Source: an optimization exercise on an open RTL-to-GDS flow (aim: small area, a short achievable clock period and few clock cycles per item). Production flows keep margins and buffers that such runs may drop. No activity file was given, so power comes from the tool's default toggle rates.

## the baseline
==> module fp_add_stage1, before the edit <==
module fp_add_stage1 (
    input  logic [31:0] a,
    input  logic [31:0] b,
    input  logic        op,
    output logic [27:0] p,         
    output logic [27:0] g,         
    output logic [7:0]  e,
    output logic        sub,
    output logic        s,
    output logic        inf,
    output logic        nan
);
    logic [7:0]  ea, eb;
    logic [22:0] fa, fb;
    logic        sa, sb;
    logic        za, zb;
    logic [23:0] ma, mb;
    logic        maxa, maxb;
    logic        nan_a, nan_b, inf_a, inf_b;
    logic        a_lt;
    logic [8:0]  dab, dba;
    logic [7:0]  shift;
    logic [23:0] big_m;
    logic [23:0] small_m;
    logic [25:0] y_sh;
    logic [23:0] lost;
    logic        sticky;
    logic        far;
    assign sa = a[31];
    assign sb = b[31] ^ op;
    assign ea = a[30:23];
    assign eb = b[30:23];
    assign fa = a[22:0];
    assign fb = b[22:0];
    assign za = (ea == 8'd0);
    assign zb = (eb == 8'd0);
    assign ma = za ? 24'd0 : {1'b1, fa};
    assign mb = zb ? 24'd0 : {1'b1, fb};
    assign maxa  = (ea == 8'hFF);
    assign maxb  = (eb == 8'hFF);
    assign nan_a = maxa & (fa != 23'd0);
    assign nan_b = maxb & (fb != 23'd0);
    assign inf_a = maxa & (fa == 23'd0);
    assign inf_b = maxb & (fb == 23'd0);
    assign sub  = sa ^ sb;
    assign a_lt = {ea, fa} < {eb, fb};
    assign nan = nan_a | nan_b | (inf_a & inf_b & sub);
    assign inf = inf_a | inf_b;
    assign s   = inf ? (inf_a ? sa : sb) : (a_lt ? sb : sa);
    assign dab   = {1'b0, ea} - {1'b0, eb};
    assign dba   = {1'b0, eb} - {1'b0, ea};
    assign shift = dab[8] ? dba[7:0] : dab[7:0];
    assign big_m   = a_lt ? mb : ma;
    assign small_m = a_lt ? ma : mb;
    assign e       = a_lt ? eb : ea;
    assign far = shift[7:5] != 3'd0;
    always_comb begin
        for (int j = 0; j < 24; j++) begin
            lost[j] = far | (shift[4:0] > 5'(j + 2));
        end
    end
    assign y_sh   = far ? 26'd0 : ({small_m, 2'b00} >> shift[4:0]);
    assign sticky = |(small_m & lost);
    logic [24:0] x;
    logic [27:0] y;
    assign x = sub ? {big_m, 1'b0} : {1'b0, big_m};
    assign y = sub ? ~{y_sh, sticky, 1'b0} : {1'b0, y_sh, sticky};
    assign p = {{x, 2'b00} ^ y[27:1], ~sub & y[0]};
    assign g = {{x, 2'b00} & y[27:1], sub};
endmodule
==> module fp_add_stage2, before the edit <==
module fp_add_stage2 (
    input  logic [27:0] p,         
    input  logic [27:0] g,
    input  logic [7:0]  e,
    input  logic        sub,
    input  logic        s,
    input  logic        inf,
    input  logic        nan,
    output logic [31:0] result
);
    logic [27:0] sum;
    logic        top;              
    logic        rnd_t, rnd_u;     
    logic [24:0] ones;             
    logic [23:0] inc_t, inc_u;     
    logic        cy_t, cy_u;       
    logic [22:0] f_frac;
    logic        f_cy;
    logic [9:0]  f_exp;
    logic        f_ovf, f_unf;
    logic        near;
    logic [4:0]  lz;
    logic [25:0] n_sh;
    logic [9:0]  n_exp;
    fp_prefix_sum #(.W(28)) u_add (
        .p   (p),
        .g   (g),
        .cin (1'b0),
        .s   (sum)
    );
    assign top   = sum[27];
    assign rnd_t = sum[3] & (sum[4] | sum[2] | sum[1] | sum[0]);
    assign rnd_u = sum[2] & (sum[3] | sum[1] | sum[0]);
    logic [23:0] ones4;            
    fp_prefix_and #(.W(24)) u_ones (
        .a (sum[27:4]),
        .y (ones4)
    );
    assign ones[0] = sum[3];
    assign ones[24:1] = ones4 & {24{sum[3]}};
    always_comb begin
        inc_t[0] = sum[4] ^ rnd_t;
        inc_u[0] = sum[3] ^ rnd_u;
        for (int k = 1; k < 24; k++) begin
            inc_t[k] = sum[k+4] ^ (rnd_t & ones4[k-1]);
            inc_u[k] = sum[k+3] ^ (rnd_u & ones[k-1]);
        end
    end
    assign cy_t = rnd_t & ones4[23];
    assign cy_u = rnd_u & ones[23];
    assign f_frac = top ? inc_t[22:0] : inc_u[22:0];
    assign f_cy   = top ? cy_t : cy_u;
    logic [9:0] eb0, eb1, eb2;
    logic [2:0] ov, un;
    assign eb0 = {2'b00, e} - {9'd0, sub};
    assign eb1 = eb0 + 10'd1;
    assign eb2 = eb0 + 10'd2;
    assign ov  = {eb2 >= 10'd255, eb1 >= 10'd255, eb0 >= 10'd255};
    assign un  = {eb2 == 10'd0, eb1 == 10'd0, (eb0 == 10'd0) | eb0[9]};
    always_comb begin
        case ({top, f_cy})
            2'b00:   begin f_exp = eb0; f_ovf = ov[0]; f_unf = un[0]; end
            2'b11:   begin f_exp = eb2; f_ovf = ov[2]; f_unf = un[2]; end
            default: begin f_exp = eb1; f_ovf = ov[1]; f_unf = un[1]; end
        endcase
    end
    assign near = ~(sum[27] | sum[26]);
    logic [31:0] lz_in;
    logic [15:0] v1;
    logic [7:0]  v2;
    logic [3:0]  v3;
    logic [1:0]  v4;
    logic [15:0] z1;
    logic [15:0] z2;
    logic [11:0] z3;
    logic [7:0]  z4;
    assign lz_in = {sum[25:0], 6'b111111};
    always_comb begin
        for (int g = 0; g < 16; g++) begin
            v1[g] = lz_in[2*g+1] | lz_in[2*g];
            z1[g] = ~lz_in[2*g+1];
        end
        for (int g = 0; g < 8; g++) begin
            v2[g]          = v1[2*g+1] | v1[2*g];
            z2[2*g+1]      = ~v1[2*g+1];
            z2[2*g]        = v1[2*g+1] ? z1[2*g+1] : z1[2*g];
        end
        for (int g = 0; g < 4; g++) begin
            v3[g]          = v2[2*g+1] | v2[2*g];
            z3[3*g+2]      = ~v2[2*g+1];
            z3[3*g+:2]     = v2[2*g+1] ? z2[4*g+2+:2] : z2[4*g+:2];
        end
        for (int g = 0; g < 2; g++) begin
            v4[g]          = v3[2*g+1] | v3[2*g];
            z4[4*g+3]      = ~v3[2*g+1];
            z4[4*g+:3]     = v3[2*g+1] ? z3[6*g+3+:3] : z3[6*g+:3];
        end
        lz = v4[1] ? {1'b0, z4[7:4]} : {1'b1, z4[3:0]};
    end
    assign n_sh  = sum[25:0] << lz;
    assign n_exp = {2'b00, e} - 10'd2 - {5'd0, lz};
    logic [25:0] n_win;
    logic        n_unf;
    always_comb begin
        for (int i = 0; i < 26; i++) begin
            n_win[i] = ({2'b00, e} > 10'(27 - i));
        end
    end
    assign n_unf = ~|(sum[25:0] & n_win);
    always_comb begin
        if (nan) begin
            result = 32'hFFFF_FFFF;
        end else if (inf) begin
            result = {s, 8'hFF, 23'd0};
        end else if (near) begin
            if (sum[25:0] == 26'd0) begin
                result = 32'd0;
            end else if (n_unf) begin
                result = {s, 31'd0};
            end else begin
                result = {s, n_exp[7:0], n_sh[24:2]};
            end
        end else if (f_ovf) begin
            result = {s, 8'hFF, 23'd0};
        end else if (f_unf) begin
            result = {s, 31'd0};
        end else begin
            result = {s, f_exp[7:0], f_frac};
        end
    end
endmodule
export LEC_CHECK = 0
export ABC_AREA = 1
export CAP_MARGIN = 20
export CORE_MARGIN = 2
export CORE_UTILIZATION = 40
export SETUP_SLACK_MARGIN = 1.5
export SLEW_MARGIN = 20
create_clock -name core_clock -period 6.0 [get_ports {sys_clk}]
standard.sh (not shown) runs the stock make flow with config.mk's settings and CLKGATE_MAP_FILE= SYNTH_SCRIPT=/design/flow/synth_recipe.tcl, a recipe that flattens the netlist after the stock synthesis.
==> flow/flow/run.sh <==
#!/bin/bash
# Standard layout, with plain buffers on the ports instead of the delay
# cells the port buffering picks by default.
set -euo pipefail
bash standard.sh BUFFER_PORTS_ARGS="-buffer_cell sky130_fd_sc_hd__buf_1" SKIP_GATE_CLONING=1 finish > standard.log 2>&1
### the baseline -> the candidate
diff --git a/flow/design.v b/flow/design.v
--- a/flow/design.v
+++ b/flow/design.v
@@ -92,11 +92,11 @@
     logic        a_lt;
     logic [8:0]  dab, dba;
     logic [7:0]  shift;
     logic [23:0] big_m;
     logic [23:0] small_m;
-    logic [25:0] y_sh;
+    logic [27:0] y_sh;
     logic [23:0] lost;
     logic        sticky;
     logic        far;
     assign sa = a[31];
     assign sb = b[31] ^ op;
@@ -129,18 +129,30 @@
     always_comb begin
         for (int j = 0; j < 24; j++) begin
             lost[j] = far | (shift[4:0] > 5'(j + 2));
         end
     end
-    assign y_sh   = far ? 26'd0 : ({small_m, 2'b00} >> shift[4:0]);
     assign sticky = |(small_m & lost);
     logic [24:0] x;
     logic [27:0] y;
-    assign x = sub ? {big_m, 1'b0} : {1'b0, big_m};
-    assign y = sub ? ~{y_sh, sticky, 1'b0} : {1'b0, y_sh, sticky};
-    assign p = {{x, 2'b00} ^ y[27:1], ~sub & y[0]};
-    assign g = {{x, 2'b00} & y[27:1], sub};
+    logic [27:0] sh_v [6];
+    assign sh_v[0] = sub ? {~small_m, 4'b1111} : {1'b0, small_m, 3'b000};
+    always_comb begin
+        for (int k = 0; k < 5; k++) begin
+            sh_v[k+1] = sh_v[k];
+            if (shift[k]) begin
+                for (int i = 0; i < 28; i++) begin
+                    sh_v[k+1][i] = (i + (1 << k) < 28) ? sh_v[k][(i + (1 << k)) % 28] : sub;
+                end
+            end
+        end
+    end
+    assign y_sh = far ? {28{sub}} : sh_v[5];
+    assign x    = sub ? {big_m, 1'b0} : {1'b0, big_m};
+    assign y    = {y_sh[27:2], sub ? {~sticky, 1'b1} : {y_sh[1], sticky}};
+    assign p = {x, 3'b000} ^ y;
+    assign g = {x, 3'b000} & y;
 endmodule
 `timescale 1ns/1ps
 module fp_add_stage2 (
     input  logic [27:0] p,         
     input  logic [27:0] g,
@@ -166,11 +178,11 @@
     logic [25:0] n_sh;
     logic [9:0]  n_exp;
     fp_prefix_sum #(.W(28)) u_add (
         .p   (p),
         .g   (g),
-        .cin (1'b0),
+        .cin (sub),
         .s   (sum)
     );
     assign top   = sum[27];
     assign rnd_t = sum[3] & (sum[4] | sum[2] | sum[1] | sum[0]);
     assign rnd_u = sum[2] & (sum[3] | sum[1] | sum[0]);
==> comparison <==
Of the baseline and the candidate, the run reporting the lower met2 global-route usage was the baseline. Looking at routed length per instance, the candidate sits above the baseline. Looking only at leakage power of the design, and setting everything else aside, the higher value of the baseline and the candidate goes to the baseline. The candidate: full flow OK, the timing, design-rule and antenna checks passed. In the candidate the synthesized cell count turned out 0.44% higher than in the baseline. Against the baseline, the candidate comes in 12 higher on number of ordinary and repair buffers in the finished layout. The baseline and the candidate ended up with nearly the same cell count after placement. Re peak fanout along the critical path: the baseline was higher than the candidate. Comparing the baseline and the candidate, the higher area fraction in and, or, nand and nor cells after synthesis is on the baseline. Changes observed in the candidate relative to the baseline: worst path setup slack after routing moved down; clock network contribution to total cell area level; worst hold margin shows no meaningful change. Routed wire length (the candidate over the baseline): increase, 2.0%.
No functional check of the RTL was part of any run of this note.

## port drivers added, routing unchanged
The results above use ideal ports. As a check the final layouts listed here were re-extracted and re-timed, cells and wires unchanged.
Step 1: set_driving_cell puts a clkbuf_16 on sys_clk and a buf_2 on each other input, an assumption about the parent block.
Step 2 adds t to the input delays and takes it off the output delays; t is the mean of the earliest and latest rising clock arrival at the registers after step 1. Input paths then give back, and output paths get back, about the clock's delay inside the block.
Three values: ideal ports, drivers, drivers and shift; two values: the first two.
run	t (ns)	slack for setup (ns)	worst setup path after step 2	worst data-port slew with drivers (ns)
the baseline	0.405	1.682 / 1.710 / 1.305	input to register	0.04
the candidate	0.410	1.507 / 1.507 / 1.305	input to register	0.04
After both steps every run listed still meets setup and hold. The setup slack of the baseline, which loses most, moves by +0.028 ns with the drivers and by -0.377 ns with both steps.
